This is an optimization exercise on Yosys and OpenROAD, whose aim is small area, a short achievable clock period and few clock cycles per item, not a production implementation. Where RTL was checked, it was by simulation tests only, not by an equivalence proof against the original. Power and IR drop assume default switching activity.

==> module pixel_feeder, before the edit <==
module pixel_feeder (
	input  logic           clk,
	input  logic           arst_n,
	input  logic           in_valid,
	input  me_pkg::pixel_t c_pix,
	input  me_pkg::pixel_t p_pix,
	output logic           in_credit,
	input  logic           res_pend,
	output logic           step,
	output me_pkg::pixel_t c,
	output me_pkg::pixel_t pn,
	output me_pkg::beat_t  beat
);
	logic [me_pkg::IN_CREDITS-1:0] owed;
	logic                          grant;
	always_ff @(posedge clk) begin
		c <= c_pix;
		pn <= ~p_pix;
	end
	always_ff @(posedge clk or negedge arst_n) begin
		if (!arst_n) begin
			step <= 1'b0;
		end else begin
			step <= in_valid;
		end
	end
	always_ff @(posedge clk or negedge arst_n) begin
		if (!arst_n) begin
			beat <= '0;
		end else if (step) begin
			beat <= (beat == me_pkg::beat_t'(me_pkg::BEATS_PER_BLOCK - 1)) ? '0 : beat + 1'b1;
		end
	end
	assign grant = owed[0] && !(res_pend &&
		(beat >= me_pkg::beat_t'(me_pkg::BLOCK_PIXELS - 7)) &&
		(beat <= me_pkg::beat_t'(me_pkg::BLOCK_PIXELS - 1)));
	always_ff @(posedge clk or negedge arst_n) begin
		if (!arst_n) begin
			owed      <= '0;
			in_credit <= 1'b0;
		end else begin
			if (in_valid && !grant) begin
				owed <= {owed[me_pkg::IN_CREDITS-2:0], 1'b1};
			end else if (!in_valid && grant) begin
				owed <= {1'b0, owed[me_pkg::IN_CREDITS-1:1]};
			end
			in_credit <= grant;
		end
	end
endmodule
==> module sad_pe, before the edit <==
module sad_pe (
	input  logic           clk,
	input  logic           arst_n,
	input  logic           step,
	input  logic           en,
	input  me_pkg::pixel_t c_in,
	input  logic [3:0]     c_nx_hi,
	input  me_pkg::pixel_t pn,
	input  logic [3:0]     pn_hi_d,
	input  logic           clr,
	output me_pkg::pixel_t c_out,
	output me_pkg::sad_t   sad
);
	always_ff @(posedge clk) begin
		if (step) begin
			c_out <= c_in;
		end
	end
	logic [4:0] ac;
	logic [3:0] xl;
	logic [4:0] gc;
	logic       hp;
	logic       gt;
	assign ac[0] = 1'b0;
	for (genvar i = 0; i < 4; i++) begin : g_a
		assign xl[i]   = c_in[i] ^ pn[i] ^ ac[i];
		assign ac[i+1] = (c_in[i] & pn[i]) | (ac[i] & (c_in[i] ^ pn[i]));
	end
	assign gc[0] = 1'b0;
	for (genvar i = 4; i < 8; i++) begin : g_g
		assign gc[i-3] = (c_in[i] & pn[i]) | (gc[i-4] & (c_in[i] ^ pn[i]));
	end
	assign hp = ((c_in[7:4] ^ pn[7:4]) == 4'hf);
	assign gt = gc[4] | (hp & ac[4]);
	logic [3:0] xl_r;
	logic       k_r;
	logic       gt_r;
	logic       en_r;
	always_ff @(posedge clk) begin
		xl_r <= xl | {4{~en}};
		k_r  <= ac[4];
		gt_r <= gt & en;
	end
	always_ff @(posedge clk or negedge arst_n) begin
		if (!arst_n) begin
			en_r <= 1'b0;
		end else begin
			en_r <= en;
		end
	end
	logic [4:0] bc;
	logic [3:0] xh;
	logic [3:0] dl;
	logic [4:0] lc;
	logic [3:0] s0;
	logic [3:0] dh_r;
	logic       cy4_r;
	assign bc[0] = k_r;
	for (genvar i = 0; i < 4; i++) begin : g_b
		assign xh[i]   = c_nx_hi[i] ^ pn_hi_d[i] ^ bc[i];
		assign bc[i+1] = (c_nx_hi[i] & pn_hi_d[i]) | (bc[i] & (c_nx_hi[i] ^ pn_hi_d[i]));
	end
	assign dl    = xl_r ^ {4{~gt_r}};
	assign lc[0] = gt_r;
	for (genvar i = 0; i < 4; i++) begin : g_s0
		assign s0[i]   = sad[i] ^ dl[i] ^ lc[i];
		assign lc[i+1] = (sad[i] & dl[i]) | (lc[i] & (sad[i] ^ dl[i]));
	end
	always_ff @(posedge clk) begin
		dh_r  <= en_r ? (xh ^ {4{~gt_r}}) : 4'd0;
		cy4_r <= lc[4];
	end
	logic [4:0] mc;
	logic [3:0] s1;
	logic       cy8_r;
	assign mc[0] = cy4_r;
	for (genvar i = 0; i < 4; i++) begin : g_s1
		assign s1[i]   = sad[i+4] ^ dh_r[i] ^ mc[i];
		assign mc[i+1] = (sad[i+4] & dh_r[i]) | (mc[i] & (sad[i+4] ^ dh_r[i]));
	end
	always_ff @(posedge clk) begin
		cy8_r <= mc[4];
	end
	logic [7:0] s2;
	assign s2 = sad[15:8] + {7'd0, cy8_r};
	always_ff @(posedge clk) begin
		sad <= clr ? '0 : {s2, s1, s0};
	end
endmodule
==> module mv_search_top, before the edit <==
module mv_search_top (
	input  logic           clk,
	input  logic           arst_n,
	input  logic           in_valid,
	input  me_pkg::pixel_t c_pix,
	input  me_pkg::pixel_t p_pix,
	output logic           in_credit,
	output logic           out_valid,
	output me_pkg::mv_t    mv,
	output me_pkg::sad_t   sad,
	input  logic           out_credit
);
	logic           step;
	me_pkg::pixel_t pn;
	logic [3:0]     pn_hi_d;
	me_pkg::beat_t  beat;
	logic           res_pend;
	logic           fin;
	logic [1:0]     rst_q;
	logic           clr_all;
	me_pkg::pixel_t                    c_chain [me_pkg::NUM_CAND+1];
	logic [me_pkg::NUM_CAND-1:0][15:0] sads;
	logic [me_pkg::NUM_CAND-1:0]       en;
	logic [me_pkg::NUM_CAND-1:0]       rd;
	pixel_feeder u_feeder (
		.clk       (clk),
		.arst_n    (arst_n),
		.in_valid  (in_valid),
		.c_pix     (c_pix),
		.p_pix     (p_pix),
		.in_credit (in_credit),
		.res_pend  (res_pend),
		.step      (step),
		.c         (c_chain[0]),
		.pn        (pn),
		.beat      (beat)
	);
	always_ff @(posedge clk) begin
		pn_hi_d <= pn[7:4];
	end
	always_ff @(posedge clk or negedge arst_n) begin
		if (!arst_n) begin
			rst_q <= 2'b11;
		end else begin
			rst_q <= {rst_q[0], 1'b0};
		end
	end
	assign clr_all = rst_q[1];
	for (genvar d = 0; d < me_pkg::NUM_CAND; d++) begin : g_en
		assign en[d] = step && (beat >= me_pkg::beat_t'(d)) &&
			(beat <= me_pkg::beat_t'(me_pkg::BLOCK_PIXELS - 1 + d));
	end
	assign fin = step && (beat >= me_pkg::beat_t'(me_pkg::BLOCK_PIXELS - 1));
	for (genvar d = 0; d < me_pkg::NUM_CAND; d++) begin : g_pe
		sad_pe u_pe (
			.clk     (clk),
			.arst_n  (arst_n),
			.step    (step),
			.en      (en[d]),
			.c_in    (c_chain[d]),
			.c_nx_hi (c_chain[d+1][7:4]),
			.pn      (pn),
			.pn_hi_d (pn_hi_d),
			.clr     (clr_all || rd[d]),
			.c_out   (c_chain[d+1]),
			.sad     (sads[d])
		);
	end
	best_match u_drain (
		.clk        (clk),
		.arst_n     (arst_n),
		.fin        (fin),
		.sads       (sads),
		.rd         (rd),
		.res_pend   (res_pend),
		.out_valid  (out_valid),
		.mv         (mv),
		.sad        (sad),
		.out_credit (out_credit)
	);
endmodule
export LEC_CHECK = 0
export CAP_MARGIN = 20
export CORE_MARGIN = 2
export CORE_UTILIZATION = 40
export CTS_CLUSTER_DIAMETER = 100
export CTS_CLUSTER_SIZE = 24
export SETUP_SLACK_MARGIN = 3.2
export SLEW_MARGIN = 20
create_clock -name core_clock -period 5.5 [get_ports {clk}]
run.sh (not shown) runs the stock make flow with config.mk's settings and CLKGATE_MAP_FILE= SYNTH_SCRIPT=/design/flow/synth_recipe.tcl, a recipe that flattens the netlist after the stock synthesis.
Testbench counts at the start, summed over its fixed seeds: cycles 52,096, items 192.
Change:
--- a/flow/design.v
+++ b/flow/design.v
@@ -20,18 +20,18 @@
 	input  me_pkg::pixel_t p_pix,
 	output logic           in_credit,
 	input  logic           res_pend,
 	output logic           step,
 	output me_pkg::pixel_t c,
-	output me_pkg::pixel_t pn,
+	output me_pkg::pixel_t p,
 	output me_pkg::beat_t  beat
 );
-	logic [me_pkg::IN_CREDITS-1:0] owed;
-	logic                          grant;
+	logic [me_pkg::IN_CNT_W-1:0] owed;
+	logic                        grant;
 	always_ff @(posedge clk) begin
 		c <= c_pix;
-		pn <= ~p_pix;
+		p <= p_pix;
 	end
 	always_ff @(posedge clk or negedge arst_n) begin
 		if (!arst_n) begin
 			step <= 1'b0;
 		end else begin
@@ -43,23 +43,19 @@
 			beat <= '0;
 		end else if (step) begin
 			beat <= (beat == me_pkg::beat_t'(me_pkg::BEATS_PER_BLOCK - 1)) ? '0 : beat + 1'b1;
 		end
 	end
-	assign grant = owed[0] && !(res_pend &&
+	assign grant = (owed != '0) && !(res_pend &&
 		(beat >= me_pkg::beat_t'(me_pkg::BLOCK_PIXELS - 7)) &&
 		(beat <= me_pkg::beat_t'(me_pkg::BLOCK_PIXELS - 1)));
 	always_ff @(posedge clk or negedge arst_n) begin
 		if (!arst_n) begin
 			owed      <= '0;
 			in_credit <= 1'b0;
 		end else begin
-			if (in_valid && !grant) begin
-				owed <= {owed[me_pkg::IN_CREDITS-2:0], 1'b1};
-			end else if (!in_valid && grant) begin
-				owed <= {1'b0, owed[me_pkg::IN_CREDITS-1:1]};
-			end
+			owed      <= owed + me_pkg::IN_CNT_W'(in_valid) - me_pkg::IN_CNT_W'(grant);
 			in_credit <= grant;
 		end
 	end
 endmodule
 `timescale 1ns/1ps
@@ -68,12 +64,12 @@
 	input  logic           arst_n,
 	input  logic           step,
 	input  logic           en,
 	input  me_pkg::pixel_t c_in,
 	input  logic [3:0]     c_nx_hi,
-	input  me_pkg::pixel_t pn,
-	input  logic [3:0]     pn_hi_d,
+	input  me_pkg::pixel_t p,
+	input  logic [3:0]     p_hi_d,
 	input  logic           clr,
 	output me_pkg::pixel_t c_out,
 	output me_pkg::sad_t   sad
 );
 	always_ff @(posedge clk) begin
@@ -86,18 +82,18 @@
 	logic [4:0] gc;
 	logic       hp;
 	logic       gt;
 	assign ac[0] = 1'b0;
 	for (genvar i = 0; i < 4; i++) begin : g_a
-		assign xl[i]   = c_in[i] ^ pn[i] ^ ac[i];
-		assign ac[i+1] = (c_in[i] & pn[i]) | (ac[i] & (c_in[i] ^ pn[i]));
+		assign xl[i]   = c_in[i] ^ ~p[i] ^ ac[i];
+		assign ac[i+1] = (c_in[i] & ~p[i]) | (ac[i] & (c_in[i] ^ ~p[i]));
 	end
 	assign gc[0] = 1'b0;
 	for (genvar i = 4; i < 8; i++) begin : g_g
-		assign gc[i-3] = (c_in[i] & pn[i]) | (gc[i-4] & (c_in[i] ^ pn[i]));
-	end
-	assign hp = ((c_in[7:4] ^ pn[7:4]) == 4'hf);
+		assign gc[i-3] = (c_in[i] & ~p[i]) | (gc[i-4] & (c_in[i] ^ ~p[i]));
+	end
+	assign hp = (c_in[7:4] == p[7:4]);
 	assign gt = gc[4] | (hp & ac[4]);
 	logic [3:0] xl_r;
 	logic       k_r;
 	logic       gt_r;
 	logic       en_r;
@@ -120,12 +116,12 @@
 	logic [3:0] s0;
 	logic [3:0] dh_r;
 	logic       cy4_r;
 	assign bc[0] = k_r;
 	for (genvar i = 0; i < 4; i++) begin : g_b
-		assign xh[i]   = c_nx_hi[i] ^ pn_hi_d[i] ^ bc[i];
-		assign bc[i+1] = (c_nx_hi[i] & pn_hi_d[i]) | (bc[i] & (c_nx_hi[i] ^ pn_hi_d[i]));
+		assign xh[i]   = c_nx_hi[i] ^ ~p_hi_d[i] ^ bc[i];
+		assign bc[i+1] = (c_nx_hi[i] & ~p_hi_d[i]) | (bc[i] & (c_nx_hi[i] ^ ~p_hi_d[i]));
 	end
 	assign dl    = xl_r ^ {4{~gt_r}};
 	assign lc[0] = gt_r;
 	for (genvar i = 0; i < 4; i++) begin : g_s0
 		assign s0[i]   = sad[i] ^ dl[i] ^ lc[i];
@@ -227,12 +223,12 @@
 	output me_pkg::mv_t    mv,
 	output me_pkg::sad_t   sad,
 	input  logic           out_credit
 );
 	logic           step;
-	me_pkg::pixel_t pn;
-	logic [3:0]     pn_hi_d;
+	me_pkg::pixel_t p;
+	logic [3:0]     p_hi_d;
 	me_pkg::beat_t  beat;
 	logic           res_pend;
 	logic           fin;
 	logic [1:0]     rst_q;
 	logic           clr_all;
@@ -248,15 +244,15 @@
 		.p_pix     (p_pix),
 		.in_credit (in_credit),
 		.res_pend  (res_pend),
 		.step      (step),
 		.c         (c_chain[0]),
-		.pn        (pn),
+		.p         (p),
 		.beat      (beat)
 	);
 	always_ff @(posedge clk) begin
-		pn_hi_d <= pn[7:4];
+		p_hi_d <= p[7:4];
 	end
 	always_ff @(posedge clk or negedge arst_n) begin
 		if (!arst_n) begin
 			rst_q <= 2'b11;
 		end else begin
@@ -275,12 +271,12 @@
 			.arst_n  (arst_n),
 			.step    (step),
 			.en      (en[d]),
 			.c_in    (c_chain[d]),
 			.c_nx_hi (c_chain[d+1][7:4]),
-			.pn      (pn),
-			.pn_hi_d (pn_hi_d),
+			.p       (p),
+			.p_hi_d  (p_hi_d),
 			.clr     (clr_all || rd[d]),
 			.c_out   (c_chain[d+1]),
 			.sad     (sads[d])
 		);
 	end
Outcome: Cell area is about the same; maximum frequency goes down by a little under a tenth; area after synthesis goes down slightly; via count goes down slightly; synthesized cell count goes down slightly; die area goes down slightly; global-route usage stays flat; routed wire length goes down by a few percent; critical path depth goes up by 10; power goes down slightly; sequential power goes down slightly.
For the second run of this note, only the layout was checked, not whether the RTL still works.

## port drivers added, routing unchanged
How much do the figures lean on ideal ports? The routed layouts below were timed once more, with nothing changed but the port constraints.
Step 1: set_driving_cell puts a clkbuf_16 on clk and a buf_2 on each other input, an assumption about the parent block.
Step 2, shift: input delay + t, output delay - t, t = (earliest + latest rising clock arrival at the registers) / 2. This alone moves slack from input paths to output paths.
Three values: ideal ports, drivers, drivers and shift; two values: the first two.
| run | t, ns | setup WS [ns] | worst hold slack (ns) | worst setup path after step 2 | cell pins on the clock port's net |
|---|---|---|---|---|---|
| the first run | 0.631 | 3.113 / 3.052 / 3.151 | 0.337 / 0.337 / 0.337 | register to register | 1 |
| the second run | 0.643 | 2.895 / 2.895 / 2.895 | 0.356 / 0.356 / 0.356 | register to register | 1 |
After both steps setup and hold are still met in every run listed.
